This design comes from an exercise in tuning for small area, a short achievable clock period and few clock cycles per item on the open sky130 flow, not from production work.
Function was not checked in any run shown here: the RTL went through the layout flow alone.
Power figures rest on the tool's default switching activity, not on a simulated workload.

### design/flow/design.v
`timescale 1ns/1ps
module kmeans_top #(
    parameter int num_pixels = 100,
    parameter int iterations = 3
) (
    input  logic                clk,
    input  logic                reset,
    input  logic                start,
    output logic [16-1:0]   pixel_addr,
    input  logic signed [16-1:0] a_data,
    input  logic                cluster_id_rdata,
    input  logic                rgb_dark,
    output logic                cluster_id_we,
    output logic                cluster_id_wdata,
    output logic                lab_clear,
    output logic                done_kmeans,
    output logic                done_cluster
);
    localparam int SW = 16;    
    localparam int AW = 7;               
    localparam int QW = 16;              
    localparam int RW = 7;               
    localparam int TW = RW + QW;         
    localparam logic [1:0] M_IDLE = 2'd0;
    localparam logic [1:0] M_RD   = 2'd1;    
    localparam logic [1:0] M_DV   = 2'd2;    
    localparam logic [1:0] M_IL   = 2'd3;    
    localparam logic [AW-1:0] LAST   = AW'(num_pixels - 1);
    localparam logic [AW-1:0] DV_JMP = AW'(128 - QW - 4);
    localparam logic [QW-1:0] C0U = QW'(0 + 32768);
    localparam logic [QW-1:0] C1U = QW'(5 + 32768);
    logic [1:0]    mode;
    logic          pass2;
    logic [AW-1:0] addr;
    logic          ph;       
    logic          ilf;      
    logic          dv, dvf;  
    logic          lv, lvf;  
    logic [SW-1:0] u_q;
    logic          lab_q, labn_q, sn_q, id_q, dark_q;
    logic [QW-1:0] lo0, lo1;
    logic [RW-1:0] hi0, hi1;
    logic          c0, c1;
    logic [TW-1:0] acc0, acc1;
    assign acc0 = {hi0 + RW'(c0), lo0};
    assign acc1 = {hi1 + RW'(c1), lo1};
    logic [AW-1:0] n0, n1;
    logic [QW-1:0] h;
    logic          fin1_q;   
    logic          fin_q;    
    logic          opu_q;    
    logic          divstep;  
    logic          we_q, wd_q, lc_q, dk_q, dc_q;
    assign pixel_addr       = {{(16-AW){1'b0}}, addr};
    assign cluster_id_we    = we_q;
    assign cluster_id_wdata = wd_q;
    assign lab_clear        = lc_q;
    assign done_kmeans      = dk_q;
    assign done_cluster     = dc_q;
    logic [SW-1:0] u_in;
    logic          sel;
    assign u_in = {~a_data[SW-1], a_data[SW-2:0]};
    assign sel  = (n1 > n0);
    logic idle;
    assign idle    = (mode == M_IDLE);
    function automatic logic [TW-1:0] dstep(
        input logic [TW-1:0] s,
        input logic [AW-1:0] den
    );
        logic [RW:0]   r2;
        logic [RW+1:0] t;
        r2 = s[TW-1:QW-1];
        t  = {1'b0, r2} - {2'b00, den};
        if (!t[RW+1])
            dstep = {t[RW-1:0], s[QW-2:0], 1'b1};
        else
            dstep = {r2[RW-1:0], s[QW-2:0], 1'b0};
    endfunction
    logic [TW-1:0] ds0, ds1;
    assign ds0 = dstep({hi0, lo0}, n0);
    assign ds1 = dstep({hi1, lo1}, n1);
    logic k0, k1, kq1;
    logic e0q, e1q;      
    assign k0 = !e0q && !lo0[QW-1] && (|hi0);
    assign k1 = !e1q && !lo1[QW-1] && (|hi1);
    logic [QW-1:0] opnd0;
    logic          cin0;
    logic [QW+1:0] acc_t0;
    logic [QW:0]   acc_sum0, acc_sum1;
    assign opnd0 = (u_q & {QW{opu_q}})
                 | ({QW{fin_q}} & h);
    assign cin0  = fin_q ? kq1 : (fin1_q & k0);
    assign acc_t0   = {1'b0, lo0, 1'b1} + {1'b0, opnd0, cin0};
    assign acc_sum0 = acc_t0[QW+1:1];
    assign acc_sum1 = {1'b0, lo1} + {1'b0, u_q};
    always_ff @(posedge clk)
    begin
        u_q    <= u_in;
        lab_q  <= (u_in > h);
        labn_q <= !(u_in > h);
        sn_q   <= (a_data < (-10));
        id_q   <= cluster_id_rdata;
        dark_q <= rgb_dark;
    end
    always_ff @(posedge clk)
    begin
        if (idle || fin_q)
        begin
            {hi0, c0, lo0} <= '0;
            {hi1, c1, lo1} <= '0;
            n0   <= '0;
            n1   <= '0;
        end
        else if (divstep)
        begin
            {hi0, lo0} <= ds0;
            {hi1, lo1} <= ds1;
            c0 <= 1'b0;
            c1 <= 1'b0;
        end
        else
        begin
            hi0 <= acc0[TW-1:QW];
            hi1 <= acc1[TW-1:QW];
            c0  <= 1'b0;
            c1  <= 1'b0;
        end
        if (lv && !lvf)
        begin
            if (lab_q)
                {c1, lo1} <= acc_sum1;
            else
                {c0, lo0} <= acc_sum0;
            if (mode != M_IL || sn_q)
            begin
                if (labn_q)
                    n0 <= n0 + 1'b1;
                else
                    n1 <= n1 + 1'b1;
            end
        end
        if (divstep)
        begin
            e0q <= (n0 == '0);
            e1q <= (n1 == '0);
        end
        if (fin1_q)
        begin
            lo0 <= e0q ? C0U : acc_sum0[QW-1:0];
            kq1 <= k1;
        end
        if (idle)
            h <= QW'(({1'b0, C0U} + {1'b0, C1U}) >> 1);
        else if (fin1_q)
            h <= e1q ? C1U : lo1;
        else if (fin_q)
            h <= acc_sum0[QW:1];
    end
    always_ff @(posedge clk)
    begin
        if (reset)
        begin
            mode  <= M_IDLE;
            pass2 <= 1'b0;
            addr  <= '0;
            ph    <= 1'b0;
            ilf   <= 1'b0;
            dv    <= 1'b0;
            dvf   <= 1'b0;
            lv    <= 1'b0;
            lvf   <= 1'b0;
            fin1_q <= 1'b0;
            fin_q <= 1'b0;
            opu_q <= 1'b1;
            divstep <= 1'b0;
            we_q  <= 1'b0;
            wd_q  <= 1'b0;
            lc_q  <= 1'b0;
            dk_q  <= 1'b0;
            dc_q  <= 1'b0;
        end
        else
        begin
            lv    <= dv;
            lvf   <= dvf;
            dv    <= 1'b0;
            dvf   <= 1'b0;
            fin1_q <= 1'b0;
            fin_q <= fin1_q;
            opu_q <= !((mode == M_DV && addr == 7'd126) || fin1_q);
            divstep <= 1'b0;
            we_q  <= 1'b0;
            lc_q  <= 1'b0;
            case (mode)
                M_IDLE:
                    if (start)
                    begin
                        dv    <= 1'b1;
                        addr  <= addr + 1'b1;
                        mode  <= M_RD;
                        pass2 <= 1'b0;
                        dk_q  <= 1'b0;
                        dc_q  <= 1'b0;
                    end
                M_RD:
                begin
                    dv <= 1'b1;
                    if (addr == LAST)
                    begin
                        addr <= DV_JMP;
                        mode <= M_DV;
                    end
                    else
                        addr <= addr + 1'b1;
                end
                M_DV:
                begin
                    addr    <= addr + 1'b1;
                    divstep <= (addr >= DV_JMP + 2'd2) && (addr <= 7'd125);
                    fin1_q  <= (addr == 7'd126);
                    if (&addr)
                    begin
                        pass2 <= 1'b1;
                        ph    <= 1'b0;
                        ilf   <= 1'b0;
                        mode  <= pass2 ? M_IL : M_RD;
                    end
                end
                default:  
                begin
                    ph <= ~ph;
                    if (!ph)
                    begin
                        dv   <= (addr <= LAST);
                        dvf  <= ilf;
                        addr <= (addr == '0) ? LAST : addr - 1'b1;
                        if (lv)
                        begin
                            we_q <= 1'b1;
                            if (lvf)
                            begin
                                wd_q <= ~(id_q ^ sel);
                                lc_q <= (id_q ^ sel) | dark_q;
                                dk_q <= 1'b1;
                            end
                            else
                                wd_q <= !labn_q;
                        end
                    end
                    else
                    begin
                        if (addr == LAST)
                        begin
                            if (dk_q)
                            begin
                                addr <= '0;
                                dc_q <= 1'b1;
                                mode <= M_IDLE;
                            end
                            else
                                addr <= AW'(1);
                        end
                        else if (!ilf && addr == LAST - 1'b1)
                        begin
                            addr <= '0;
                            ilf  <= 1'b1;
                        end
                        else
                            addr <= addr + 2'd2;
                    end
                end
            endcase
        end
    end
endmodule
### design/flow/flow/run.sh
#!/bin/bash
set -euo pipefail
bash standard.sh finish "BUFFER_PORTS_ARGS=-buffer_cell sky130_fd_sc_hd__buf_4" \
    > standard_flow.log 2>&1
### design/flow/standard.sh
#!/bin/bash
# synth_recipe.tcl (not shown) runs the flow's synth.tcl, then flattens the netlist and writes it again
# the make line also repeats each setting of config.mk as NAME=value (left out here)
make -C /OpenROAD-flow-scripts/flow DESIGN_CONFIG=/design/flow/config.mk WORK_HOME=/design/flow/orfs CLKGATE_MAP_FILE= SYNTH_SCRIPT=/design/flow/synth_recipe.tcl "${@:-finish}"
### design/flow/config.mk
export PLATFORM = sky130hd
export DESIGN_NAME = kmeans_top
export DESIGN_NICKNAME = kmeans_top
export VERILOG_FILES = /design/flow/design.v
export SDC_FILE = /design/flow/constraint.sdc
export NUM_CORES = 4
export LEC_CHECK = 0
export ABC_AREA = 1
export CAP_MARGIN = 20
export CORE_MARGIN = 2
export CORE_UTILIZATION = 40
export CTS_BUF_LIST = sky130_fd_sc_hd__clkbuf_8
export SETUP_SLACK_MARGIN = 3.4
export SLEW_MARGIN = 20
### design/flow/constraint.sdc
create_clock -name core_clock -period 5.5 [get_ports {clk}]
set_input_delay 1.1000 -clock core_clock [delete_from_list [all_inputs] [get_ports {clk}]]
set_output_delay 1.1000 -clock core_clock [all_outputs]
set_load 0.01 [all_outputs]
==> results.toml, run 1 <==
[routing]
vias = 8567
wl_per_cell_um = 16.06
ant_nets = 0
drt_first_pass_iters = 5
viasPerCell = 5.328
drt-initial-drc-count = 543
wirelength_um = 25820
drc_errors = 0

[layout]
utilization_pct = 50.06
n_fill_cell = 2073
multi_input_area_um2 = 6053
regArea_um2 = 2650
drive_above_1_share_pct = 24.10
fin_area_um2 = 10820
antenna_cells = 0
layout_common_cells = "188 x nand2_1, 138 x inv_1, 110 x nor2_1"
nets = 1430
final_common_cell = "nand2_1"
synthToLayoutAreaGrowth_pct = 23.97

[power_and_ir_drop]
pwr_density_cell_nw_per_um2 = 315.3
irDropWorstVdd_uv = 215.2
total_power_mw = 3.413
leakage_nw = 4.626

[cts]
cts_buffer_depth = 2
tritoncts = "done"
insertion_delay_ns = 0.46
cts_hold_buffers = 0
cts_buffers = 17
cts.sinks = 127
clk_pin_slew_worst_paths_ns = 0.08
cts-root-buf = "clkbuf_8"
cts-htree-levels = 4

[placement]
place.gp.congestion = 0.8945
place_area_um2 = 9198
dp_worst_setup_slack_ns = 2.887
portBuffers = 32
dp_hpwl_um = 18150

[sta]
slew_headroom_pct = 48.84
setup_viol = 0
fin_crit_sh_pct = 41.02
fin_skew_ns = 0.01139
fmax_mhz = 443.3
slew_violations = 0
hold_viol = 0
finalSetupTns_ns = 0
tightest_slew_ns = 0.7674
worst_slack_ns = 3.244
min_period_ns = 2.256
rsz0062_at_grt = "true"

[floorplanning]
die_x_um = 151.7
pin_count = 42
die_area_um2 = 23030
die_h_um = 151.7
fp.coreArea_um2 = 21620
num_rows = 54
initial_utilization_pct = 40.38

[critical_path]
crit_chain = "inv_8 > o21ai_0 > ha_1 > nand3_1 > nor2_1 > nor3_2 > nand2_1 > nand2_2 > nand3_2 > a21oi_2"
slowest_stage = "dfxtp_4"
startpoint_type = "flip-flop"
cp_max_fo = 17
timing.rr.end = "h[13]"
crit_path_max_incr_delay_ns = 0.39
critPathKind = "reg2reg"
required_ns = 5.89
crit_arrival_ns = 2.64
r2r_cells = 10
crit_start = "fin_q"
timing.rr.start = "fin_q"
crit_path_end = "h[13]"
regToRegSetupSlack_ns = 3.24
end_kind = "flip-flop"

[synthesis]
synth_edf_count = 3
ys_types = 56
yosysWarnings = 1
synth_top_flop_cell = "dfxtp_1"
netlist.area_leader.share_pct = 28.43
synth.cell_area_um2 = 8731
synth-seq-cells = 127
syn_avg_cell_area_um2 = 7.081
ys_top_cells_by_area = "dfxtp_1 28%, ha_1 13%, nand2_1 9.0%, o21ai_0 6.6%, inv_1 6.3%"
yosysTopAreaCell = "dfxtp_1"
synthCells = 1233
ys_seq_area_share_pct = 29.46
synth_async_sr_flop_share_pct = 0

[global_routing]
gr-total-overflow = 0
first_global_vias = 7987
grt_pass1_wl_um = 40100
grt_max_degree = 57
antenna_found_initial = 0
grt.total_usage_pct = 22.13

[job]
maxCapViolCount = 0

[outcome]
status = "timing/DRC/antenna clean"

[hold_path]
hold_class = "reg2reg"
layout make-up:
class,count,share of cell area [%]
Inverter,157,5.710
Timing Repair Buffer,96,7.097
Tap cell,280,3.237
Clock buffer,18,2.289
Clock inverter,14,1.260
Multi-Input combinational cell,916,55.92
Sequential cell,127,24.48
critical path, delay by kind of cell (launching register included):
kind	cells	cell delay [ns]
buffers and inverters	1	0.08
AND/OR/NAND/NOR	6	0.80
AO/OA/AOI/OAI	2	0.53
flip-flops	1	0.39
adder cells (fa/ha/maj)	1	0.39
cells in the mapped netlist, types with 5 or more instances:
library cell,n
inv_1,146
nand2_1,209
a211oi_1,6
nor2_1,117
xor2_1,21
a31oi_1,13
o21bai_1,8
o21ai_0,115
inv_2,8
nor3_1,18
o22ai_1,11
nand4_1,13
nand3_1,65
buf_4,13
dfxtp_1,124
ha_1,90
a21boi_0,6
o211ai_1,8
nand2_2,8
xnor2_1,10
nand3b_1,6
clkbuf_1,18
nor2_2,5
o31ai_1,20
buf_2,10
a21oi_1,107
kinds of logic after synthesis:
| group | Yosys count | synth area share, % |
|---|---|---|
| and+or+nand+nor | 459 | 22.80 |
| buffers and inverters | 199 | 9.344 |
| adders and majority gates | 94 | 13.81 |
| AOI/OAI and AO/OA | 320 | 21.20 |
| muxes | 2 | 0.2293 |
| DFF | 127 | 29.46 |
| xor gates and xnor gates | 31 | 3.110 |
| other | 1 | 0.04295 |
registers in the layout (all words and copies together), names as in the netlist, 2 cells and up:
signal,flops
h,16
n1,7
addr,7
mode,2
n0,7
lo1,16
u_q,16
lo0,16
hi1,7
hi0,7
worst min path at each step:
stage	from	endpoint	cells after the start	slack (ns)
floorplan	dv	lv	2	0.39
global placement	dv	lv	2	0.40
detailed placement	dvf	lvf	2	0.40
CTS	dvf	lvf	2	0.42
global route	dvf	lvf	2	0.43
finish	dvf	lvf	2	0.41
routing by layer:
| metal | global-route usage [%] | wire length [um] | up-vias |
|---|---|---|---|
| li1 | - | - | 4325 |
| met1 | 29.76 | 12040 | 3977 |
| met2 | 36.94 | 12060 | 227 |
| met3 | 3.683 | 1303 | 38 |
| met4 | 5.509 | 412 | 0 |
| met5 | 0 | 0 | - |
where the power goes:
group	internal (mW)	switching [mW]
sequential	1.01	0.0851
clock	0.376	0.437
combinational	0.597	0.903
total	1.99	1.43
repair_timing:
action | 4_1_cts | 5_1_grt
buffers inserted | 40 | 22
gates cloned | 1 | 0
pin swaps | 24 | 65
gates resized for setup | 107 | 126
endpoints found under the setup margin | 88 | 67
metrics by stage:
| step | std cells | hold slack (ns) |
|---|---|---|
| after global placement | 1513 | 0.3965 |
| after floorplan | 1241 | 0.3883 |
| after detailed placement | 1513 | 0.3952 |
| final | 1608 | 0.4116 |
| after global routing | 1608 | 0.4325 |
| after CTS | 1586 | 0.4235 |
==> inputs of run 2 (changes only) <==
--- a/design/flow/config.mk
+++ b/design/flow/config.mk
@@ -11,4 +11,4 @@
 export CORE_UTILIZATION = 40
 export CTS_BUF_LIST = sky130_fd_sc_hd__clkbuf_8
-export SETUP_SLACK_MARGIN = 3.4
+export SETUP_SLACK_MARGIN = 3.3
 export SLEW_MARGIN = 20
==> run 2 against run 1 <==
Compared with the run above: area after synthesis unchanged; first-iteration DRC count increased by 2.0%; worst setup slack improved by 0.030 ns; fmax increased by 1.3%; sequential power about the same; clock skew increased by 0.00097 ns; sequential share of layout area increased by 0.64 points; die area unchanged; non-clock buffer count decreased by 22; register-to-register slack improved by 0.03 ns; synthesized cell count unchanged; global-route usage increased by 0.11 points; critical path type unchanged.
==> results.toml, run 2 <==
[outcome]
status = "timing/DRC/antenna clean"

[job]
maxCapViolCount = 0

[synthesis]
ys_top_cells_by_area = "dfxtp_1 28%, ha_1 13%, nand2_1 9.0%, o21ai_0 6.6%, inv_1 6.3%"
synth-seq-cells = 127
yosysTopAreaCell = "dfxtp_1"
synth_top_flop_cell = "dfxtp_1"
synthTopCellsByCount = "209 x nand2_1, 146 x inv_1, 124 x dfxtp_1, 117 x nor2_1, 115 x o21ai_0"
netlist.area_leader.share_pct = 28.43
ys_seq_area_share_pct = 29.46
synth_async_sr_flop_share_pct = 0
synthCells = 1233
syn_avg_cell_area_um2 = 7.081
synth_edf_count = 3
yosysWarnings = 1
synth_most_common_cell = "nand2_1"
ys_types = 56
synth.cell_area_um2 = 8731

[layout]
final_common_cell = "nand2_1"
layout_common_cells = "192 x nand2_1, 143 x inv_1, 112 x nor2_1"
fin_cells = 1586
antenna_cells = 0
synthToLayoutAreaGrowth_pct = 19.46
n_fill_cell = 2151
drive_above_1_share_pct = 19.37
fin_area_um2 = 10430
nets = 1408

[floorplanning]
fp.coreArea_um2 = 21620
pin_count = 42
initial_utilization_pct = 40.38
die_x_um = 151.7
die_area_um2 = 23030
num_rows = 54
die_h_um = 151.7

[critical_path]
crit_path_frequent_cell = "o21ai_1"
slowest_stage = "dfxtp_4"
required_ns = 5.84
critPathKind = "reg2reg"
end_kind = "flip-flop"
crit_path_max_incr_delay_ns = 0.38
crit_chain = "inv_8 > o21ai_1 > ha_1 > a21oi_1 > o21ai_0 > a21oi_1 > nand2_1 > nand2_2 > nand2_2 > o21ai_1 > o21ai_1"
crit_arrival_ns = 2.57
cp_max_fo = 17
r2r_cells = 11
startpoint_type = "flip-flop"

[cts]
tritoncts = "done"
cts_buffers = 17
cts-htree-levels = 4
cts_buffer_depth = 2
insertion_delay_ns = 0.46
cts.sinks = 127
clk_pin_slew_worst_paths_ns = 0.08
cts-root-buf = "clkbuf_8"

[sta]
hold_viol = 0
setup_viol = 0
min_period_ns = 2.226
rsz0062_at_grt = "true"
finalSetupTns_ns = 0
slew_headroom_pct = 56.12
fmax_mhz = 449.3
fin_skew_ns = 0.01236
tightest_slew_ns = 0.6575
fin_crit_sh_pct = 40.47
slew_violations = 0

[global_routing]
gr-total-overflow = 0
grt_max_degree = 57
grt_pass1_wl_um = 40120
antenna_found_initial = 0
first_global_vias = 7918
grt.total_usage_pct = 22.24

[placement]
place_area_um2 = 9141
dp_hpwl_um = 18360
place.gp.congestion = 0.9056
portBuffers = 32
dp.cells = 1513

[routing]
drc_errors = 0
viasPerCell = 5.372
drt-initial-drc-count = 554
wl_per_cell_um = 16.15
drt_first_pass_iters = 5
wirelength_um = 25610
vias = 8520
ant_nets = 0

[power_and_ir_drop]
irDropWorstVdd_uv = 200.5
pwr_density_cell_nw_per_um2 = 323.3
leakage_nw = 4.508

[hold_path]
hold_class = "reg2reg"
hold_depth = 2
run 2: cell counts after synthesis:
No cell type changed its count.
run 2: final cells by class:
| cell class | instances | area [um^2] | share of cell area, % |
|---|---|---|---|
| sequential | 127 | 2620 | 25.12 |
| timing repair buffer | 74 | 598.1 | 5.734 |
| tap | 280 | 350.3 | 3.359 |
| inverter | 157 | 608.1 | 5.830 |
| multi-input combinational | 916 | 5831 | 55.90 |
| clock inverter | 13 | 161.4 | 1.548 |
| clock buffer | 19 | 261.5 | 2.507 |
run 2: cell families (layout without fill, tap and decap cells):
group | count (synthesis) | after routing | synth area share [%]
simple gates | 459 | 460 | 22.80
compound gates | 320 | 320 | 21.20
buf+inv | 199 | 263 | 9.344
flops | 127 | 127 | 29.46
fa+ha+maj | 94 | 94 | 13.81
xor+xnor | 31 | 31 | 3.110
mux | 2 | 2 | 0.2293
other cells | 1 | 9 | 0.04295
run 2: timing repair:
item / CTS / global route
pin swaps: 23 / 53
hold buffers: 0 / 0
gates resized for setup: 80 / 96
endpoints found under the hold margin: 0 / 0
cloned: 1 / 0
setup buffers: 25 / 15
endpoints found under the setup margin: 83 / 55
run 2: routing by layer:
layer | vias to the layer above | wire length [um] | GRT usage, %
met5 | - | 0 | 0
met2 | 204 | 11910 | 36.22
met3 | 34 | 1166 | 3.263
li1 | 4291 | - | -
met1 | 3991 | 12030 | 30.47
met4 | 0 | 502 | 6.759
run 2: final timing paths:
| kind | to | slack (ns) | startpoint |
|---|---|---|---|
| worst max-delay path | lo0[15] | 3.27 | fin_q |
| worst max register to register | lo0[15] | 3.27 | fin_q |
| worst min register to register | lv | 0.40 | dv |
| worst min-delay path | lv | 0.40 | dv |
run 2: critical path, delay by kind of cell, from the launching register on:
family / cells / cell delay [ns]
simple gates: 3 / 0.22
compound gates: 6 / 1.09
fa+ha+maj: 1 / 0.34
flops: 1 / 0.38
buf+inv: 1 / 0.07
run 2: where the power goes:
part / total [mW] / switching [mW] / internal [mW]
logic: 1.35 / 0.830 / 0.519
clock network: 0.890 / 0.417 / 0.473
registers: 1.13 / 0.121 / 1.01
run 2: metrics by stage:
| step | hold WS [ns] | setup slack [ns] | utilization, % | power [mW] |
|---|---|---|---|---|
| 2_1_floorplan | 0.3883 | 3.324 | - | 1.951 |
| 3_3_place_gp | 0.4026 | 2.899 | 42.28 | 2.246 |
| 3_5_place_dp | 0.3978 | 2.844 | 42.28 | 2.255 |
| 4_1_cts | 0.4061 | 3.240 | 46.05 | 3.251 |
| 5_1_grt | 0.4239 | 3.184 | 48.24 | 3.572 |
| 6_report | 0.4019 | 3.274 | 48.24 | 3.372 |
==> inputs of run 3 (changes only) <==
--- a/design/flow/design.v
+++ b/design/flow/design.v
@@ -49,5 +49,4 @@
     logic          fin1_q;   
     logic          fin_q;    
-    logic          opu_q;    
     logic          divstep;  
     logic          we_q, wd_q, lc_q, dk_q, dc_q;
@@ -84,17 +83,21 @@
     assign k0 = !e0q && !lo0[QW-1] && (|hi0);
     assign k1 = !e1q && !lo1[QW-1] && (|hi1);
-    logic [QW-1:0] opnd0;
     logic          cin0;
     logic [QW+1:0] acc_t0;
     logic [QW:0]   acc_sum0, acc_sum1;
-    assign opnd0 = (u_q & {QW{opu_q}})
-                 | ({QW{fin_q}} & h);
     assign cin0  = fin_q ? kq1 : (fin1_q & k0);
-    assign acc_t0   = {1'b0, lo0, 1'b1} + {1'b0, opnd0, cin0};
+    assign acc_t0   = {1'b0, lo0, 1'b1} + {1'b0, u_q, cin0};
     assign acc_sum0 = acc_t0[QW+1:1];
     assign acc_sum1 = {1'b0, lo1} + {1'b0, u_q};
+    logic fin1_d;    
+    assign fin1_d = (mode == M_DV) && (addr == 7'd126);
     always_ff @(posedge clk)
     begin
-        u_q    <= u_in;
+        if (fin1_d)
+            u_q <= '0;
+        else if (fin1_q)
+            u_q <= e1q ? C1U : lo1;
+        else
+            u_q <= u_in;
         lab_q  <= (u_in > h);
         labn_q <= !(u_in > h);
@@ -152,6 +155,4 @@
         if (idle)
             h <= QW'(({1'b0, C0U} + {1'b0, C1U}) >> 1);
-        else if (fin1_q)
-            h <= e1q ? C1U : lo1;
         else if (fin_q)
             h <= acc_sum0[QW:1];
@@ -172,5 +173,4 @@
             fin1_q <= 1'b0;
             fin_q <= 1'b0;
-            opu_q <= 1'b1;
             divstep <= 1'b0;
             we_q  <= 1'b0;
@@ -188,5 +188,4 @@
             fin1_q <= 1'b0;
             fin_q <= fin1_q;
-            opu_q <= !((mode == M_DV && addr == 7'd126) || fin1_q);
             divstep <= 1'b0;
             we_q  <= 1'b0;
@@ -218,5 +217,5 @@
                     addr    <= addr + 1'b1;
                     divstep <= (addr >= DV_JMP + 2'd2) && (addr <= 7'd125);
-                    fin1_q  <= (addr == 7'd126);
+                    fin1_q  <= fin1_d;
                     if (&addr)
                     begin
--- a/design/flow/config.mk
+++ b/design/flow/config.mk
@@ -11,4 +11,4 @@
 export CORE_UTILIZATION = 40
 export CTS_BUF_LIST = sky130_fd_sc_hd__clkbuf_8
-export SETUP_SLACK_MARGIN = 3.3
+export SETUP_SLACK_MARGIN = 3.4
 export SLEW_MARGIN = 20
==> run 3 against run 2 <==
Compared with the run above: total power rose by 2.8%; register-to-register slack improved by 0.12 ns; first-iteration DRC count fell by 6.3%; area after synthesis rose by 1.1%; sequential power fell by 4%; combinational power rose by 6%; worst hold slack got worse by 0.0062 ns; synthesized cell count barely moved; highest routed layer unchanged.
==> results.toml, run 3 <==
[sta]
worst_slack_ns = 3.393
fmax_mhz = 474.5
fin_crit_sh_pct = 38.31
tightest_slew_ns = 1.067
min_period_ns = 2.107
setup_viol = 0
rsz0062_at_grt = "true"
slew_violations = 0
finalSetupTns_ns = 0
hold_viol = 0
fin_skew_ns = 0.01631
slew_headroom_pct = 28.58

[placement]
dp_hpwl_um = 17920
dp_worst_setup_slack_ns = 2.944
place_area_um2 = 9376
place.gp.congestion = 0.9069
dp.cells = 1516
portBuffers = 32

[critical_path]
crit_family = "simple AND/OR/NAND/NOR gates"
crit_arrival_ns = 2.47
cp.buffers_inverters = 1
cp_max_fo = 4
end_kind = "flip-flop"
crit_path_max_incr_delay_ns = 0.37
required_ns = 5.86
startpoint_type = "flip-flop"
slowest_stage = "dfxtp_2"
critPathKind = "reg2reg"
crit_path_frequent_cell = "nand2_1"
crit_chain = "inv_2 > nand2_1 > nor2_4 > o21ai_2 > nand2_4 > fa_2 > nand3_2 > nand2_4 > nand3_4 > nand2_4 > a21bo_4 > xor2_4 > nand2_1 > nand2_1 > nand2_1 > nand2_1"

[global_routing]
grt.total_usage_pct = 21.00
grt_max_degree = 64
top_usage_layer = "met2"
antenna_found_initial = 0
gr-total-overflow = 0
grtUsageMet3_pct = 3.185
grt_util_met1_pct = 28.56
first_global_vias = 7832
use_met2_pct = 34.55
grt_pass1_wl_um = 39860

[layout]
final_common_cell = "nand2_1"
fin_area_um2 = 10440
drive_above_1_share_pct = 18.65
regArea_um2 = 2606
layout_common_cells = "215 x nand2_1, 145 x inv_1, 110 x a21oi_1"
multi_input_area_um2 = 5834
n_fill_cell = 2239
synthToLayoutAreaGrowth_pct = 18.21
nets = 1405
fin_cells = 1583
antenna_cells = 0
utilization_pct = 47.98

[synthesis]
synth_most_common_cell = "nand2_1"
synthCells = 1234
ys_top_cells_by_area = "dfxtp_1 28%, ha_1 13%, nand2_1 9.5%, a21oi_1 6.7%, inv_1 6.5%"
yosysTopAreaCell = "dfxtp_1"
synth_async_sr_flop_share_pct = 0
synthTopCellsByCount = "224 x nand2_1, 153 x inv_1, 123 x dfxtp_1, 118 x a21oi_1"
synth.cell_area_um2 = 8831
syn_avg_cell_area_um2 = 7.156
netlist.area_leader.share_pct = 27.88
synth_top_flop_cell = "dfxtp_1"
ys_types = 61
ys_seq_area_share_pct = 28.90
synth-seq-cells = 126
synth_edf_count = 3
yosysWarnings = 1

[routing]
drt-initial-drc-count = 519
wirelength_um = 24560
drt_first_pass_iters = 5
ant_nets = 0
viasPerCell = 5.222
wl_per_cell_um = 15.51
vias = 8267
drc_errors = 0

[power_and_ir_drop]
swShare_pct = 40.82
leakage_nw = 4.533
irDropWorstVdd_uv = 239.7
p_clk_share_pct = 27.7
p_int_mw = 2.052
seqPwrFrac_pct = 31.1
pwr_density_cell_nw_per_um2 = 332.1
p_switching_mw = 1.415
power_frac_comb_pct = 41.2

[cts]
clk_pin_slew_worst_paths_ns = 0.09
cts.sinks = 126
tritoncts = "done"
insertion_delay_ns = 0.46
cts-root-buf = "clkbuf_8"
cts_buffer_depth = 2
cts_buffers = 17
cts-htree-levels = 4

[floorplanning]
die_x_um = 152.6
die_area_um2 = 23280
initial_utilization_pct = 40.59
die_h_um = 152.6
fp.coreArea_um2 = 21760
pin_count = 42
num_rows = 54

[outcome]
status = "timing/DRC/antenna clean"

[hold_path]
hold_class = "reg2reg"

[job]
maxCapViolCount = 0
-- run 3: changes by cell type after synthesis, moves of 8 or more --
| cell | before | now |
|---|---|---|
| a21oi_1 | 107 | 118 |
| mux2i_1 | 2 | 11 |
| nand2_1 | 209 | 224 |
| nor2_1 | 117 | 86 |
| o21ai_0 | 115 | 90 |
| o21ai_1 | 4 | 12 |
| o31ai_1 | 20 | 7 |
-- run 3: final timing paths --
kind,slack [ns],start,end,cells past startpoint
worst max register to register,3.39,fin_q,lo0[9],16
worst min register to register,0.40,dv,lv,2
worst max-delay path,3.39,fin_q,lo0[9],16
worst min-delay path,0.40,dv,lv,2
-- run 3: stage by stage --
stage	total power [mW]	hold slack (ns)
finish	3.467	0.3957
global route	3.695	0.4144
CTS	3.389	0.4016
detailed placement	2.351	0.3958
global placement	2.344	0.3914
floorplan	2.027	0.3883
-- run 3: area by class of cell --
class | instances | area share, %
Timing Repair Buffer | 69 | 4.998
Sequential cell | 126 | 24.97
Clock buffer | 18 | 2.373
Tap cell | 280 | 3.356
Timing Repair inverter | 1 | 0.07192
Inverter | 164 | 6.293
Multi-Input combinational cell | 911 | 55.89
Clock inverter | 14 | 2.050
-- run 3: logic make-up after synthesis --
family / after synthesis / synth area share, %
and+or+nand+nor: 466 / 24.41
AOI/OAI and AO/OA: 301 / 19.28
buffers and inverters: 205 / 9.393
DFF: 126 / 28.90
adders and majority gates: 94 / 13.66
xor gates and xnor gates: 30 / 3.060
muxes: 11 / 1.247
other: 1 / 0.04246
-- run 3: repair_timing --
item | CTS | global route
pin swaps | 8 | 16
hold buffers | 0 | 0
gates resized for setup | 55 | 52
endpoints found under the setup margin | 60 | 57
cloned | 1 | 0
setup buffers | 19 | 15
-- run 3: metal layers --
| layer | up-vias | share of wire [%] |
|---|---|---|
| met3 | 27 | 4.8 |
| met4 | 0 | 1.9 |
| met1 | 3792 | 48 |
| met2 | 177 | 46 |
| met5 | - | 0 |
| li1 | 4271 | - |
-- run 3: worst reg2reg max path, cell delays in order (launching register included) --
cell and delay (ns):
dfxtp_2 0.37, inv_2 0.08, nand2_1 0.11, nor2_4 0.04, o21ai_2 0.07, nand2_4 0.07, fa_2 0.36, nand3_2 0.09
nand2_4 0.07, nand3_4 0.08, nand2_4 0.08, a21bo_4 0.24, xor2_4 0.15, nand2_1 0.06, nand2_1 0.04, nand2_1 0.05
nand2_1 0.05
-- run 3: power by group through the flow --
stage               Combinational, mW  Sequential [mW]  Clock (mW)
floorplan                       0.952             1.08           0
global placement                 1.22             1.12           0
detailed placement               1.23             1.12           0
CTS                              1.33             1.08       0.978
global route                     1.59             1.09        1.01
finish                           1.43             1.08       0.960
==> inputs of run 4 (changes only) <==
--- a/design/flow/config.mk
+++ b/design/flow/config.mk
@@ -11,4 +11,4 @@
 export CORE_UTILIZATION = 40
 export CTS_BUF_LIST = sky130_fd_sc_hd__clkbuf_8
-export SETUP_SLACK_MARGIN = 3.4
+export SETUP_SLACK_MARGIN = 3.5
 export SLEW_MARGIN = 20
==> run 4 against run 3 <==
Compared with the run above: utilization up 1.3 points; clock skew about the same; non-clock buffer count up 2; largest cell class unchanged; area after synthesis unchanged; critical path type unchanged; fmax down 1.1%; count of clock-buffer cells in the layout unchanged; still clean; critical path depth down 2.
==> results.toml, run 4 <==
[outcome]
status = "timing/DRC/antenna clean"

[cts]
cts_buffers = 17
cts-root-buf = "clkbuf_8"
cts_buffer_depth = 2
tritoncts = "done"
cts.sinks = 126
clk_pin_slew_worst_paths_ns = 0.08
cts-htree-levels = 4
insertion_delay_ns = 0.46

[synthesis]
synth_async_sr_flop_share_pct = 0
synth.cell_area_um2 = 8831
yosysTopAreaCell = "dfxtp_1"
synth-adder-area-share_pct = 13.66
synthXorXnorAreaFrac_pct = 3.060
synthTopCellsByCount = "224 x nand2_1, 153 x inv_1, 123 x dfxtp_1, 118 x a21oi_1"
synth_mux_area_share_pct = 1.247
ys_seq_area_share_pct = 28.90
ys_top_cells_by_area = "dfxtp_1 28%, ha_1 13%, nand2_1 9.5%, a21oi_1 6.7%, inv_1 6.5%"
synthCells = 1234
synth-seq-cells = 126
synth_top_flop_cell = "dfxtp_1"
synth_compound_area_share_pct = 19.28
yosysWarnings = 1
syn_avg_cell_area_um2 = 7.156
synth_top_family_by_area = "simple AND/OR/NAND/NOR gates"
synth_edf_count = 3
ys_types = 61
netlist.area_leader.share_pct = 27.88
yosys.area_share.simple_pct = 24.41
synth_most_common_cell = "nand2_1"

[routing]
drt_first_pass_iters = 5
vias = 8534
drc_errors = 0
drt-initial-drc-count = 763
wirelength_um = 26140
ant_nets = 0
viasPerCell = 5.384
wl_per_cell_um = 16.49

[sta]
hold_viol = 0
fmax_mhz = 469.4
slew_violations = 0
setup_viol = 0
slew_headroom_pct = 37.99
worst_slack_ns = 3.370
fin_crit_sh_pct = 38.73
rsz0062_at_grt = "true"
fin_skew_ns = 0.01606
finalSetupTns_ns = 0
tightest_slew_ns = 0.9267
min_period_ns = 2.130

[floorplanning]
pin_count = 42
die_x_um = 152.6
die_h_um = 152.6
fp.coreArea_um2 = 21760
die_area_um2 = 23280
initial_utilization_pct = 40.59
num_rows = 54

[global_routing]
antenna_found_initial = 0
gr-total-overflow = 0
top_usage_layer = "met2"
grt.total_usage_pct = 22.23
grt_max_degree = 64
grt_util_met1_pct = 30.41
use_met2_pct = 36.47
grtUsageMet3_pct = 3.612
first_global_vias = 8187
grt_pass1_wl_um = 42180

[critical_path]
slowest_stage = "dfxtp_4"
critPathKind = "reg2reg"
end_kind = "flip-flop"
crit_chain = "nor2_4 > nand2_2 > o21ai_2 > nand2_4 > fa_2 > nand3_2 > nand2_4 > a21oi_2 > inv_1 > nand4_1 > nand2_1 > nand2_1 > nand3_1 > o21ai_0"
required_ns = 5.88
timing.rr.start = "hi0[2]"
r2r_cells = 14
timing.rr.end = "h[12]"
cp.buffers_inverters = 1
regToRegSetupSlack_ns = 3.37
cp.depth = 14
cp_max_fo = 3
crit_path_max_incr_delay_ns = 0.35
crit_family = "simple AND/OR/NAND/NOR gates"
startpoint_type = "flip-flop"
crit_arrival_ns = 2.51

[hold_path]
holdCritStartpoint = "dvf"
hold_path_end = "lvf"
hold_depth = 2
hold_class = "reg2reg"

[layout]
synthToLayoutAreaGrowth_pct = 21.37
drive_above_1_share_pct = 23.14
antenna_cells = 0
layout_common_cells = "208 x nand2_1, 136 x inv_1, 102 x a21oi_1"
final_common_cell = "nand2_1"
nets = 1407

[placement]
portBuffers = 32
dp_hpwl_um = 19050
dp_worst_setup_slack_ns = 2.973
place.gp.congestion = 0.9218

[power_and_ir_drop]
leakage_nw = 4.542
pwr_density_cell_nw_per_um2 = 319.4
total_power_mw = 3.423
irDropWorstVdd_uv = 315.2

[job]
maxCapViolCount = 0
run 4: cell counts after synthesis:
No cell type changed its count.
run 4: worst register-to-register path, stage by stage, from the launching register on:
cell     delay (ns)
dfxtp_4        0.35
nor2_4         0.12
nand2_2        0.07
o21ai_2        0.16
nand2_4        0.07
fa_2           0.35
nand3_2        0.09
nand2_4        0.07
a21oi_2        0.20
inv_1          0.09
nand4_1        0.12
nand2_1        0.07
nand2_1        0.10
nand3_1        0.10
o21ai_0        0.10
run 4: through the flow:
stage / utilization, % / cells / hold slack [ns] / instance area [um^2]
floorplan: - / 1242 / 0.3883 / 8985
global placement: 43.17 / 1516 / 0.3911 / 9392
detailed placement: 43.17 / 1516 / 0.3962 / 9392
CTS: 46.83 / 1568 / 0.4073 / 10190
global route: 49.26 / 1585 / 0.4427 / 10720
finish: 49.26 / 1585 / 0.4064 / 10720
run 4: per-layer routing:
layer | wire, um | part of all wire [%]
met4 | 518 | 2.0
met1 | 12450 | 48
met5 | 0 | 0
met3 | 1338 | 5.1
met2 | 11840 | 45
run 4: timing repair:
| action | 4_1_cts | 5_1_grt |
|---|---|---|
| gates cloned | 1 | 0 |
| resized for setup | 90 | 101 |
| endpoints found under the hold margin | 0 | 0 |
| setup endpoints to repair | 84 | 84 |
| hold buffers | 0 | 0 |
| pin swaps | 17 | 25 |
| setup buffers | 19 | 17 |
run 4: how the worst max path moves through the flow:
stage | from | to
6_report | hi0[2] | h[12]
5_1_grt | hi0[2] | lo0[9]
4_1_cts | hi0[3] | h[12]
3_5_place_dp | mode[0] | n1[3]
3_3_place_gp | mode[0] | n1[3]
2_1_floorplan | a_data[9] | lab_q
run 4: area by class of cell:
type,instances,area (um^2)
well taps,280,350.3
fillers,2179,11040
repair inverters,1,7.507
repair buffers,71,613.1
multi-input cells,911,6102
flip-flops and latches,126,2616
inverters,164,661.9
clock buffers,18,247.7
clock inverters,14,118.9
run 4: cells by family after synthesis:
group / count (synthesis)
AND/OR/NAND/NOR: 466
AO/OA/AOI/OAI: 301
buffers and inverters: 205
flip-flops: 126
adder cells (fa/ha/maj): 94
XOR/XNOR: 30
multiplexers: 11
other: 1
run 4: power breakdown:
part           internal (mW)  total [mW]  switching, mW
logic                  0.560        1.55          0.990
registers              0.999        1.09         0.0907
clock network          0.368       0.783          0.415
==> inputs of run 5 (changes only) <==
--- a/design/flow/config.mk
+++ b/design/flow/config.mk
@@ -11,4 +11,4 @@
 export CORE_UTILIZATION = 40
 export CTS_BUF_LIST = sky130_fd_sc_hd__clkbuf_8
-export SETUP_SLACK_MARGIN = 3.5
+export SETUP_SLACK_MARGIN = 3.3
 export SLEW_MARGIN = 20
==> run 5 against run 4 <==
Compared with the run above: largest cell class unchanged; via count shrank 2.2%; utilization is 2.8 points lower; worst hold slack worse by 0.0033 ns; largest power group unchanged.
==> results.toml, run 5 <==
[sta]
fmax_mhz = 455.5
finalSetupTns_ns = 0
tightest_slew_ns = 1.017
slew_violations = 0
hold_viol = 0
min_period_ns = 2.195
setup_viol = 0
holdWs_ns = 0.4030
slew_headroom_pct = 32.14
rsz0062_at_grt = "true"
fin_crit_sh_pct = 39.91
fin_skew_ns = 0.009696

[cts]
cts_hold_buffers = 0
cts-htree-levels = 4
clk_pin_slew_worst_paths_ns = 0.08
tritoncts = "done"
cts_buffer_depth = 2
cts.sinks = 126
insertion_delay_ns = 0.45
cts-root-buf = "clkbuf_8"
cts_buffers = 17

[placement]
place.gp.congestion = 0.8930
portBuffers = 32
dp_hpwl_um = 18620
dp.cells = 1516

[synthesis]
synth_top_flop_cell = "dfxtp_1"
synth_edf_count = 3
ys_types = 61
synth_most_common_cell = "nand2_1"
ys_seq_area_share_pct = 28.90
yosysTopAreaCell = "dfxtp_1"
synthCells = 1234
synth-seq-cells = 126
ys_top_cells_by_area = "dfxtp_1 28%, ha_1 13%, nand2_1 9.5%, a21oi_1 6.7%, inv_1 6.5%"
synth.cell_area_um2 = 8831
synthTopCellsByCount = "224 x nand2_1, 153 x inv_1, 123 x dfxtp_1, 118 x a21oi_1"
netlist.area_leader.share_pct = 27.88
yosysWarnings = 1
synth_async_sr_flop_share_pct = 0
syn_avg_cell_area_um2 = 7.156

[routing]
drc_errors = 0
wl_per_cell_um = 15.87
wirelength_um = 24780
viasPerCell = 5.347
drt-initial-drc-count = 560
vias = 8347
drt_first_pass_iters = 4
ant_nets = 0

[critical_path]
cp_max_fo = 5
crit_chain = "nor2_4 > nand2_2 > o21ai_2 > nand2_4 > fa_2 > nand3_2 > nand2_4 > nand3_4 > nand2_4 > a21bo_4 > xor2_2 > nand2_1 > nand2_1 > nand2_1 > nand2_1"
end_kind = "flip-flop"
crit_arrival_ns = 2.54
crit_path_max_incr_delay_ns = 0.37
startpoint_type = "flip-flop"
required_ns = 5.85
critPathKind = "reg2reg"
crit_path_frequent_cell = "nand2_1"
slowest_stage = "dfxtp_4"

[layout]
nets = 1383
utilization_pct = 46.45
final_common_cell = "nand2_1"
antenna_cells = 0
layout_common_cells = "216 x nand2_1, 151 x inv_1, 113 x a21oi_1"
fin_cells = 1561
synthToLayoutAreaGrowth_pct = 14.44
drive_above_1_share_pct = 15.14
n_fill_cell = 2233

[floorplanning]
initial_utilization_pct = 40.59
die_h_um = 152.6
num_rows = 54
fp.coreArea_um2 = 21760
die_x_um = 152.6
die_area_um2 = 23280
pin_count = 42

[global_routing]
grt_pass1_wl_um = 40410
gr-total-overflow = 0
first_global_vias = 7939
antenna_found_initial = 1
grt.total_usage_pct = 21.38
grt_max_degree = 62

[outcome]
status = "timing/DRC/antenna clean"

[power_and_ir_drop]
irDropWorstVdd_uv = 211.4
leakage_nw = 4.427
pwr_density_cell_nw_per_um2 = 337.0

[hold_path]
hold_class = "reg2reg"

[job]
maxCapViolCount = 0
==> run 5: cell counts after synthesis <==
Identical to the previous run, type by type.
==> run 5: final timing paths <==
path / from / end / slack [ns] / cells after the start
worst max-delay path: hi0[1] / lo0[9] / 3.30 / 15
worst min-delay path: dvf / lvf / 0.40 / 2
worst max register to register: hi0[1] / lo0[9] / 3.30 / 15
worst min register to register: dvf / lvf / 0.40 / 2
==> run 5: kinds of logic after synthesis <==
kind of cell | count (synthesis) | synth area share [%]
AOI/OAI and AO/OA | 301 | 19.28
xor gates and xnor gates | 30 | 3.060
adders and majority gates | 94 | 13.66
buffers and inverters | 205 | 9.393
DFF | 126 | 28.90
muxes | 11 | 1.247
other | 1 | 0.04246
and+or+nand+nor | 466 | 24.41
==> run 5: through the flow <==
step	worst slack [ns]	total power, mW	cell area, um^2
detailed placement	2.895	2.349	9270
finish	3.305	3.405	10110
CTS	3.304	3.350	9877
floorplan	3.341	2.024	8861
global route	3.204	3.630	10110
global placement	2.879	2.349	9268
==> run 5: power breakdown <==
part / internal (mW) / switching (mW) / total [mW]
Sequential: 0.997 / 0.115 / 1.11
Clock: 0.586 / 0.388 / 0.974
Combinational: 0.446 / 0.874 / 1.32
Total: 2.03 / 1.38 / 3.41
==> run 5: worst max-delay path: cells and delay by family (launching register included) <==
kind	cells	cell delay (ns)
and+or+nand+nor	11	0.77
DFF	1	0.37
xor gates and xnor gates	1	0.15
adders and majority gates	1	0.37
AOI/OAI and AO/OA	2	0.42
==> run 5: final cells by class <==
type | instances | area [um^2] | share of cell area [%]
multi-input combinational | 911 | 5694 | 56.35
sequential | 126 | 2592 | 25.65
inverter | 164 | 631.9 | 6.252
timing repair buffer | 48 | 360.3 | 3.566
tap | 280 | 350.3 | 3.467
clock buffer | 21 | 289.0 | 2.860
clock inverter | 11 | 187.7 | 1.857
==> run 5: what timing repair did <==
| action | 4_1_cts | 5_1_grt |
|---|---|---|
| setup buffers | 3 | 10 |
| setup endpoints to repair | 43 | 56 |
| gates resized for setup | 41 | 39 |
| pin swaps | 5 | 13 |
| cloned | 0 | 0 |
==> run 5: per-layer routing <==
layer	track usage, %	wire length, um	vias up
met4	6.790	545	2
li1	-	-	4222
met1	29.87	12180	3899
met3	3.726	1048	39
met5	0	8	-
met2	33.61	10990	185
==> inputs of run 6 (changes only) <==
--- a/design/flow/design.v
+++ b/design/flow/design.v
@@ -27,5 +27,5 @@
     localparam logic [1:0] M_IL   = 2'd3;    
     localparam logic [AW-1:0] LAST   = AW'(num_pixels - 1);
-    localparam logic [AW-1:0] DV_JMP = AW'(128 - QW - 4);
+    localparam logic [AW-1:0] DV_JMP = AW'(128 - QW - 6);
     localparam logic [QW-1:0] C0U = QW'(0 + 32768);
     localparam logic [QW-1:0] C1U = QW'(5 + 32768);
@@ -47,5 +47,4 @@
     logic [AW-1:0] n0, n1;
     logic [QW-1:0] h;
-    logic          fin1_q;   
     logic          fin_q;    
     logic          divstep;  
@@ -79,22 +78,22 @@
     assign ds0 = dstep({hi0, lo0}, n0);
     assign ds1 = dstep({hi1, lo1}, n1);
-    logic k0, k1, kq1;
+    logic k0, k1, kq0;
     logic e0q, e1q;      
     assign k0 = !e0q && !lo0[QW-1] && (|hi0);
     assign k1 = !e1q && !lo1[QW-1] && (|hi1);
-    logic          cin0;
-    logic [QW+1:0] acc_t0;
-    logic [QW:0]   acc_sum0, acc_sum1;
-    assign cin0  = fin_q ? kq1 : (fin1_q & k0);
-    assign acc_t0   = {1'b0, lo0, 1'b1} + {1'b0, u_q, cin0};
-    assign acc_sum0 = acc_t0[QW+1:1];
+    logic [QW:0] acc_sum0, acc_sum1;
+    assign acc_sum0 = {1'b0, lo0} + {1'b0, u_q};
     assign acc_sum1 = {1'b0, lo1} + {1'b0, u_q};
-    logic fin1_d;    
-    assign fin1_d = (mode == M_DV) && (addr == 7'd126);
+    logic upd1, upd2, upd3;
+    assign upd1 = (mode == M_DV) && (addr == 7'd125);
+    assign upd2 = (mode == M_DV) && (addr == 7'd126);
+    assign upd3 = (mode == M_DV) && (&addr);
     always_ff @(posedge clk)
     begin
-        if (fin1_d)
-            u_q <= '0;
-        else if (fin1_q)
+        if (upd1)
+            u_q <= QW'(k1);
+        else if (upd2)
+            u_q <= QW'(kq0);
+        else if (upd3)
             u_q <= e1q ? C1U : lo1;
         else
@@ -148,9 +147,10 @@
             e1q <= (n1 == '0);
         end
-        if (fin1_q)
-        begin
+        if (upd1)
+            kq0 <= k0;
+        if (upd2)
+            lo1 <= acc_sum1[QW-1:0];
+        if (upd3)
             lo0 <= e0q ? C0U : acc_sum0[QW-1:0];
-            kq1 <= k1;
-        end
         if (idle)
             h <= QW'(({1'b0, C0U} + {1'b0, C1U}) >> 1);
@@ -171,5 +171,4 @@
             lv    <= 1'b0;
             lvf   <= 1'b0;
-            fin1_q <= 1'b0;
             fin_q <= 1'b0;
             divstep <= 1'b0;
@@ -186,6 +185,5 @@
             dv    <= 1'b0;
             dvf   <= 1'b0;
-            fin1_q <= 1'b0;
-            fin_q <= fin1_q;
+            fin_q <= upd3;
             divstep <= 1'b0;
             we_q  <= 1'b0;
@@ -216,6 +214,5 @@
                 begin
                     addr    <= addr + 1'b1;
-                    divstep <= (addr >= DV_JMP + 2'd2) && (addr <= 7'd125);
-                    fin1_q  <= fin1_d;
+                    divstep <= (addr >= DV_JMP + 2'd2) && (addr <= 7'd123);
                     if (&addr)
                     begin
--- a/design/flow/config.mk
+++ b/design/flow/config.mk
@@ -11,4 +11,4 @@
 export CORE_UTILIZATION = 40
 export CTS_BUF_LIST = sky130_fd_sc_hd__clkbuf_8
-export SETUP_SLACK_MARGIN = 3.3
+export SETUP_SLACK_MARGIN = 3.4
 export SLEW_MARGIN = 20
==> run 6 against run 5 <==
Compared with the run above: critical endpoint is now pixel_addr[1]; via count is 8.4% higher; global-route usage rose by 1.2 points; clock power decreased by 1%; sequential power hardly changed; cell area increased by 3.2%; area after synthesis increased by 3.9%; worst setup slack improved by 0.13 ns; still clean on timing, DRC and antenna; critical path type is now reg2out; register-to-register slack improved by 0.24 ns.
==> results.toml, run 6 <==
[outcome]
status = "timing/DRC/antenna clean"

[synthesis]
synthCells = 1379
synth_most_common_cell = "nand2_1"
synth_async_sr_flop_share_pct = 0
yosysWarnings = 1
synth_top_flop_cell = "dfxtp_1"
synth-seq-cells = 125
synthTopCellsByCount = "331 x nand2_1, 197 x inv_1, 131 x nand3_1, 122 x dfxtp_1, 112 x nor2_1"
yosysTopAreaCell = "dfxtp_1"
ys_top_cells_by_area = "dfxtp_1 27%, nand2_1 14%, ha_1 12%, inv_1 8.1%, nand3_1 7.1%"
ys_types = 52
synth.cell_area_um2 = 9175
ys_seq_area_share_pct = 27.60
synth_edf_count = 3
syn_avg_cell_area_um2 = 6.653
netlist.area_leader.share_pct = 26.62

[sta]
fmax_mhz = 483.8
slew_violations = 0
holdWs_ns = 0.4230
rsz0062_at_grt = "true"
fin_skew_ns = 0.01180
worst_slack_ns = 3.433
finalSetupTns_ns = 0
tightest_slew_ns = 0.5132
setup_viol = 0
slew_headroom_pct = 65.79
min_period_ns = 2.067
hold_viol = 0
fin_crit_sh_pct = 37.58

[global_routing]
grt.total_usage_pct = 22.61
grt_pass1_wl_um = 43690
gr-total-overflow = 0
first_global_vias = 8638
antenna_found_initial = 0
grt_max_degree = 60

[cts]
clk_pin_slew_worst_paths_ns = 0.08
cts-htree-levels = 4
insertion_delay_ns = 0.46
cts-root-buf = "clkbuf_8"
cts_buffer_depth = 2
tritoncts = "done"
cts_hold_buffers = 0
cts_buffers = 17
cts.sinks = 125

[power_and_ir_drop]
irDropWorstVdd_uv = 246.7
seqPwrFrac_pct = 30.8
power_frac_comb_pct = 42.0
total_power_mw = 3.536
leakage_nw = 5.196
p_clk_share_pct = 27.2
p_switching_mw = 1.451
p_int_mw = 2.085
pwr_density_cell_nw_per_um2 = 338.9
swShare_pct = 41.03

[routing]
drt-initial-drc-count = 633
ant_nets = 0
wirelength_um = 27050
viasPerCell = 5.268
drt_first_pass_iters = 7
vias = 9050
wl_per_cell_um = 15.74
drc_errors = 0

[critical_path]
slowest_stage = "dfxtp_4"
r2r_cells = 9
cp_max_fo = 4
cp.depth = 1
cp.buffers_inverters = 1
critPathKind = "reg2out"
crit_family = "flip-flops"
startpoint_type = "flip-flop"
crit_path_max_incr_delay_ns = 0.36
crit_arrival_ns = 0.97
end_kind = "primary output"
crit_chain = "buf_4"
required_ns = 4.40

[layout]
nets = 1533
synthToLayoutAreaGrowth_pct = 13.72
final_common_cell = "nand2_1"
layout_common_cells = "324 x nand2_1, 195 x inv_1, 127 x nand3_1"
drive_above_1_share_pct = 10.61
antenna_cells = 0

[job]
maxCapViolCount = 0

[floorplanning]
die_x_um = 155.5
pin_count = 42
die_h_um = 155.5
fp.coreArea_um2 = 22570
initial_utilization_pct = 40.65
die_area_um2 = 24160
num_rows = 55

[placement]
dp_worst_setup_slack_ns = 3.130
dp_hpwl_um = 20230
portBuffers = 32
place.gp.congestion = 0.9327

[hold_path]
hold_depth = 2
hold_class = "reg2reg"
-- run 6: cells by family after synthesis --
kind of cell / after synthesis / synth area share [%]
and+or+nand+nor: 639 / 29.95
buffers and inverters: 245 / 10.94
AOI/OAI and AO/OA: 243 / 15.36
DFF: 125 / 27.60
adders and majority gates: 92 / 12.87
xor gates and xnor gates: 34 / 3.246
other: 1 / 0.04087
-- run 6: path summary, 6_finish.rpt --
kind / start / end / slack, ns
min: dvf / lvf / 0.42
max: addr[1] / pixel_addr[1] / 3.43
max reg2reg: u_q[5] / h[14] / 3.54
min reg2reg: dvf / lvf / 0.42
-- run 6: stage by stage --
stage / area [um^2] / cells / utilization [%]
after global placement: 9597 / 1666 / 42.52
final: 10430 / 1718 / 46.23
after detailed placement: 9597 / 1666 / 42.52
after global routing: 10430 / 1718 / 46.23
after CTS: 10220 / 1708 / 45.26
after floorplan: 9205 / 1387 / -
-- run 6: timing repair --
action | 4_1_cts | 5_1_grt
gates resized for setup | 28 | 32
endpoints found under the setup margin | 75 | 81
cloned | 0 | 2
pin swaps | 2 | 5
buffers inserted | 10 | 8
-- run 6: layer usage --
metal | part of all wire [%] | track usage, % | up-vias
li1 | - | - | 4622
met1 | 47 | 30.59 | 4134
met2 | 44 | 36.16 | 253
met3 | 6.5 | 4.234 | 41
met4 | 2.1 | 7.776 | 0
met5 | 0 | 0 | -
-- run 6: power by group through the flow --
stage                     clock network (mW)  registers [mW]  logic, mW
final                                  0.962            1.09       1.48
after floorplan                            0            1.08      0.916
after global placement                     0            1.12       1.23
after global routing                    1.01            1.10       1.66
after detailed placement                   0            1.12       1.23
after CTS                              0.970            1.09       1.32
-- run 6: cell type report --
type | instances | area [um^2]
inverter | 203 | 774.5
timing repair buffer | 55 | 462.9
tap | 285 | 356.6
fill | 2322 | 12140
sequential | 125 | 2566
clock inverter | 14 | 215.2
multi-input combinational | 1018 | 5811
clock buffer | 18 | 247.7
==> inputs of run 7 (changes only) <==
--- a/design/flow/config.mk
+++ b/design/flow/config.mk
@@ -11,4 +11,4 @@
 export CORE_UTILIZATION = 40
 export CTS_BUF_LIST = sky130_fd_sc_hd__clkbuf_8
-export SETUP_SLACK_MARGIN = 3.4
+export SETUP_SLACK_MARGIN = 3.3
 export SLEW_MARGIN = 20
==> run 7 against run 6 <==
Compared with the run above: count of clock-buffer cells in the layout unchanged; clock skew decreased by 0.0017 ns; sequential share of layout area rose by 0.34 points; cell area is 1.8% lower; total power fell by 3.9%; sequential power about the same; largest power group unchanged; register-to-register slack got worse by 0.10 ns; critical path type unchanged; worst hold slack about the same; sequential cell count did not move; clock power hardly changed; first-iteration DRC count rose by 1.7%.
==> results.toml, run 7 <==
[power_and_ir_drop]
pwr_density_cell_nw_per_um2 = 331.7
seqPwrFrac_pct = 32.7
p_switching_mw = 1.392
p_int_mw = 2.007
leakage_nw = 5.102
irDropWorstVdd_uv = 231.6
p_clk_share_pct = 28.2
swShare_pct = 40.96
power_frac_comb_pct = 39.1

[placement]
dp_worst_setup_slack_ns = 3.130
place_area_um2 = 9597
portBuffers = 32
dp_hpwl_um = 20230
place.gp.congestion = 0.9327

[critical_path]
crit_arrival_ns = 1.05
crit_path_max_incr_delay_ns = 0.44
slowest_stage = "dfxtp_4"
crit_family = "flip-flops"
startpoint_type = "flip-flop"
cp.buffers_inverters = 1
crit_chain = "buf_4"
cp_max_fo = 9
required_ns = 4.40
critPathKind = "reg2out"
end_kind = "primary output"

[global_routing]
grt_max_degree = 60
grt_util_met1_pct = 30.40
grt.total_usage_pct = 22.45
first_global_vias = 8601
grtUsageMet3_pct = 4.540
gr-total-overflow = 0
use_met2_pct = 35.86
antenna_found_initial = 0
grt_pass1_wl_um = 43410
top_usage_layer = "met2"

[floorplanning]
initial_utilization_pct = 40.65
die_area_um2 = 24160
pin_count = 42
die_x_um = 155.5
num_rows = 55
fp.coreArea_um2 = 22570
die_h_um = 155.5

[cts]
clk_pin_slew_worst_paths_ns = 0.08
cts_buffer_depth = 2
cts_buffers = 17
tritoncts = "done"
insertion_delay_ns = 0.47
cts-root-buf = "clkbuf_8"
cts-htree-levels = 4
cts.sinks = 125

[sta]
slew_headroom_pct = 53.62
tightest_slew_ns = 0.6957
rsz0062_at_grt = "false"
hold_viol = 0
finalSetupTns_ns = 0
slew_violations = 0
fmax_mhz = 464.5
holdWs_ns = 0.4229
worst_slack_ns = 3.347
setup_viol = 0
min_period_ns = 2.153
fin_skew_ns = 0.01007
fin_crit_sh_pct = 39.14

[synthesis]
synth_top_flop_cell = "dfxtp_1"
synth-seq-cells = 125
synthTopCellsByCount = "331 x nand2_1, 197 x inv_1, 131 x nand3_1, 122 x dfxtp_1, 112 x nor2_1"
netlist.area_leader.share_pct = 26.62
synth.cell_area_um2 = 9175
yosysTopAreaCell = "dfxtp_1"
synth_most_common_cell = "nand2_1"
ys_seq_area_share_pct = 27.60
ys_top_cells_by_area = "dfxtp_1 27%, nand2_1 14%, ha_1 12%, inv_1 8.1%, nand3_1 7.1%"
synth_async_sr_flop_share_pct = 0
syn_avg_cell_area_um2 = 6.653
yosysWarnings = 1
synthCells = 1379
synth_edf_count = 3
ys_types = 52

[layout]
n_fill_cell = 2344
antenna_cells = 0
drive_above_1_share_pct = 8.944
regArea_um2 = 2555
layout_common_cells = "327 x nand2_1, 195 x inv_1, 129 x nand3_1"
multi_input_area_um2 = 5751
nets = 1520
utilization_pct = 45.39
final_common_cell = "nand2_1"
synthToLayoutAreaGrowth_pct = 11.66
fin_area_um2 = 10240

[routing]
drt_first_pass_iters = 6
wl_per_cell_um = 15.36
ant_nets = 0
drt-initial-drc-count = 644
drc_errors = 0
vias = 8941
wirelength_um = 26180
viasPerCell = 5.244

[outcome]
status = "timing/DRC/antenna clean"

[hold_path]
hold_class = "reg2reg"

[job]
maxCapViolCount = 0
-- run 7: path summary, 6_finish.rpt --
check / from / to / slack (ns) / depth (start not counted)
hold / removal: dvf / lvf / 0.42 / 2
setup / recovery: addr[4] / pixel_addr[4] / 3.35 / 1
setup reg to reg: lo0[15] / hi0[4] / 3.44 / 12
hold reg to reg: dvf / lvf / 0.42 / 2
-- run 7: kinds of logic after synthesis --
family	Yosys count	share of synthesized area (%)
XOR/XNOR	34	3.246
AO/OA/AOI/OAI	243	15.36
AND/OR/NAND/NOR	639	29.95
buffers and inverters	245	10.94
flip-flops	125	27.60
other	1	0.04087
adder cells (fa/ha/maj)	92	12.87
-- run 7: layer usage --
metal  share of wire [%]  wire, um
met4                 2.2       574
met2                  44     11570
met5                   0         0
met3                 5.8      1516
met1                  48     12520
-- run 7: timing repair --
item                                    4_1_cts  5_1_grt
hold endpoints to repair                      0        0
pin swaps                                     1        1
resized for setup                            19       19
endpoints found under the setup margin       43       37
hold buffers                                  0        0
buffers inserted                              2        5
cloned                                        0        0
-- run 7: worst min-delay path, cell delays in order (launching register included) --
cell and delay [ns]:
dfxtp_1 0.30, inv_1 0.05, nor2_1 0.03
-- run 7: stage by stage --
stage,power (mW),instances
CTS,3.339,1700
detailed placement,2.352,1666
global placement,2.350,1666
global route,3.645,1705
floorplan,1.994,1387
finish,3.399,1705
-- run 7: cell type report --
class | count | share of cell area [%]
Inverter | 203 | 7.535
Timing Repair Buffer | 43 | 3.395
Clock buffer | 18 | 2.418
Sequential cell | 125 | 24.94
Clock inverter | 14 | 2.101
Tap cell | 285 | 3.481
Multi-Input combinational cell | 1017 | 56.13
-- run 7: power groups by stage --
stage	clock, mW	sequential [mW]	combinational (mW)
floorplan	0	1.08	0.916
global placement	0	1.12	1.23
detailed placement	0	1.12	1.23
CTS	0.970	1.11	1.26
global route	1.01	1.13	1.51
finish	0.959	1.11	1.33
==> inputs of run 8 (changes only) <==
--- a/design/flow/config.mk
+++ b/design/flow/config.mk
@@ -11,4 +11,4 @@
 export CORE_UTILIZATION = 40
 export CTS_BUF_LIST = sky130_fd_sc_hd__clkbuf_8
-export SETUP_SLACK_MARGIN = 3.3
+export SETUP_SLACK_MARGIN = 3.45
 export SLEW_MARGIN = 20
==> run 8 against run 7 <==
Compared with the run above: still clean; critical path depth unchanged; worst hold slack worse by 0.0018 ns; fmax up 4.5%; largest cell class unchanged; largest power group unchanged.
==> results.toml, run 8 <==
[global_routing]
gr-total-overflow = 0
grtUsageMet3_pct = 3.343
grt_max_degree = 60
top_usage_layer = "met2"
grt_util_met1_pct = 30.34
antenna_found_initial = 0
use_met2_pct = 36.11
first_global_vias = 8427
grt.total_usage_pct = 22.37
grt_pass1_wl_um = 42920

[critical_path]
crit_arrival_ns = 0.96
crit_family = "flip-flops"
end_kind = "primary output"
startpoint_type = "flip-flop"
cp_max_fo = 6
slowest_stage = "dfxtp_4"
cp.buffers_inverters = 1
regToRegSetupSlack_ns = 3.55
crit_chain = "buf_6"
crit_path_max_incr_delay_ns = 0.39
critPathKind = "reg2out"
required_ns = 4.40

[cts]
tritoncts = "done"
insertion_delay_ns = 0.46
cts-htree-levels = 4
cts-root-buf = "clkbuf_8"
cts_buffer_depth = 2
clk_pin_slew_worst_paths_ns = 0.08
cts_hold_buffers = 0
cts.sinks = 125
cts_buffers = 17

[routing]
vias = 9007
wl_per_cell_um = 15.66
drc_errors = 0
wirelength_um = 26980
viasPerCell = 5.228
drt-initial-drc-count = 515
ant_nets = 0
drt_first_pass_iters = 5

[sta]
fin_crit_sh_pct = 37.46
slew_violations = 0
tightest_slew_ns = 0.4893
min_period_ns = 2.060
hold_viol = 0
finalSetupTns_ns = 0
worst_slack_ns = 3.440
fin_skew_ns = 0.01429
rsz0062_at_grt = "true"
slew_headroom_pct = 66.95
fmax_mhz = 485.3
setup_viol = 0

[synthesis]
synth_top_flop_cell = "dfxtp_1"
synth-seq-cells = 125
synth_most_common_cell = "nand2_1"
synth_async_sr_flop_share_pct = 0
yosysTopAreaCell = "dfxtp_1"
ys_top_cells_by_area = "dfxtp_1 27%, nand2_1 14%, ha_1 12%, inv_1 8.1%, nand3_1 7.1%"
netlist.area_leader.share_pct = 26.62
synthCells = 1379
yosysWarnings = 1
syn_avg_cell_area_um2 = 6.653
synth.cell_area_um2 = 9175
synthTopCellsByCount = "331 x nand2_1, 197 x inv_1, 131 x nand3_1, 122 x dfxtp_1, 112 x nor2_1"
ys_types = 52
synth_edf_count = 3
ys_seq_area_share_pct = 27.60

[layout]
synthToLayoutAreaGrowth_pct = 14.67
nets = 1538
drive_above_1_share_pct = 11.40
n_fill_cell = 2336
final_common_cell = "nand2_1"
layout_common_cells = "326 x nand2_1, 194 x inv_1, 126 x nand3_1"
antenna_cells = 0

[floorplanning]
pin_count = 42
die_h_um = 155.5
die_x_um = 155.5
num_rows = 55
initial_utilization_pct = 40.65
die_area_um2 = 24160
fp.coreArea_um2 = 22570

[placement]
portBuffers = 32
dp_worst_setup_slack_ns = 3.080
place.gp.congestion = 0.8902
dp_hpwl_um = 20060

[hold_path]
hold_class = "reg2reg"

[power_and_ir_drop]
pwr_density_cell_nw_per_um2 = 328.0
leakage_nw = 5.197
irDropWorstVdd_uv = 308.8

[job]
maxCapViolCount = 0

[outcome]
status = "timing/DRC/antenna clean"
-- run 8: cell types whose count changed in the layout (fill, tap and decap cells not counted), moves of 4 or more --
cell | previous run | this run
clkinvlp_4 | 2 | 8
clkbuf_8 | 18 | 23
clkinv_4 | 4 | 0
dfxtp_1 | 112 | 106
dfxtp_4 | 4 | 8
buf_6 | 0 | 10
-- run 8: kinds of logic after synthesis --
family                     Yosys count  synth area share (%)
and+or+nand+nor                    639                 29.95
buffers and inverters              245                 10.94
AOI/OAI and AO/OA                  243                 15.36
DFF                                125                 27.60
adders and majority gates           92                 12.87
xor gates and xnor gates            34                 3.246
other                                1               0.04087
-- run 8: path summary, 6_finish.rpt --
path | from | end | cells past startpoint
worst max-delay path | addr[0] | pixel_addr[0] | 1
worst min-delay path | dvf | lvf | 2
worst max register to register | mode[0] | lo1[10] | 11
worst min register to register | dvf | lvf | 2
-- run 8: metal layers --
layer | vias to the layer above | wire, um
met5 | - | 0
met4 | 0 | 663
met3 | 44 | 1273
met2 | 231 | 12130
met1 | 4106 | 12910
li1 | 4626 | -
-- run 8: layout make-up --
class / instances / area (um^2) / area share (%)
clock buffers: 23 / 316.6 / 3.009
flip-flops and latches: 125 / 2572 / 24.45
well taps: 285 / 356.6 / 3.389
clock inverters: 9 / 107.6 / 1.023
inverters: 203 / 779.5 / 7.409
repair buffers: 60 / 563.0 / 5.351
multi-input cells: 1018 / 5826 / 55.37
-- run 8: per-stage QoR --
| stage | area [um^2] | util, % | std cells | hold slack (ns) | power [mW] |
|---|---|---|---|---|---|
| finish | 10520 | 46.61 | 1723 | 0.4211 | 3.451 |
| global route | 10520 | 46.61 | 1723 | 0.4405 | 3.685 |
| CTS | 10230 | 45.32 | 1707 | 0.4196 | 3.293 |
| detailed placement | 9597 | 42.52 | 1666 | 0.4000 | 2.339 |
| global placement | 9597 | 42.52 | 1666 | 0.3982 | 2.346 |
| floorplan | 9205 | - | 1387 | 0.3883 | 1.994 |
-- run 8: report_power, final --
part           switching (mW)  internal, mW
logic                   0.936         0.549
registers              0.0954         0.998
clock network           0.399         0.474
total                    1.43          2.02
-- run 8: repair_timing --
item | 4_1_cts | 5_1_grt
gates resized for setup | 46 | 34
pin swaps | 2 | 4
setup endpoints to repair | 64 | 66
gates cloned | 0 | 2
buffers inserted | 9 | 14

[afterwards: timing with drivers on the ports]
How much do the figures lean on ideal ports? The routed layouts below were timed once more, with nothing changed but the port constraints. Step 1, drivers: a clkbuf_16 drives clk and a buf_2 each remaining input, both assumed. Step 2 times the ports against the registers' clock, not the clock port: input delays grow and output delays shrink by t, the midpoint of the rising clock arrivals with the driver on. Slacks: ideal / step 1 / step 2; pairs: ideal / step 1.
run | t, ns | setup slack, ns | worst setup path at the end | worst data-port slew with drivers (ns)
run 1 | 0.493 | 3.244 / 3.244 / 3.031 | input to register | 0.04
run 2 | 0.489 | 3.274 / 3.274 / 2.879 | input to register | 0.04
run 3 | 0.489 | 3.393 / 3.393 / 3.087 | input to register | 0.07
run 4 | 0.498 | 3.370 / 3.370 / 3.126 | input to register | 0.06
run 5 | 0.483 | 3.305 / 3.305 / 2.959 | input to register | 0.07
run 6 | 0.492 | 3.433 / 3.396 / 3.165 | input to register | 0.04
run 7 | 0.498 | 3.347 / 3.310 / 3.119 | input to register | 0.04
run 8 | 0.499 | 3.440 / 3.395 / 3.054 | input to register | 0.04
After both steps setup and hold are still met in every run listed. For run 2, which loses most, drivers alone change the setup slack by 0.000 ns; drivers and shift together by -0.395 ns.
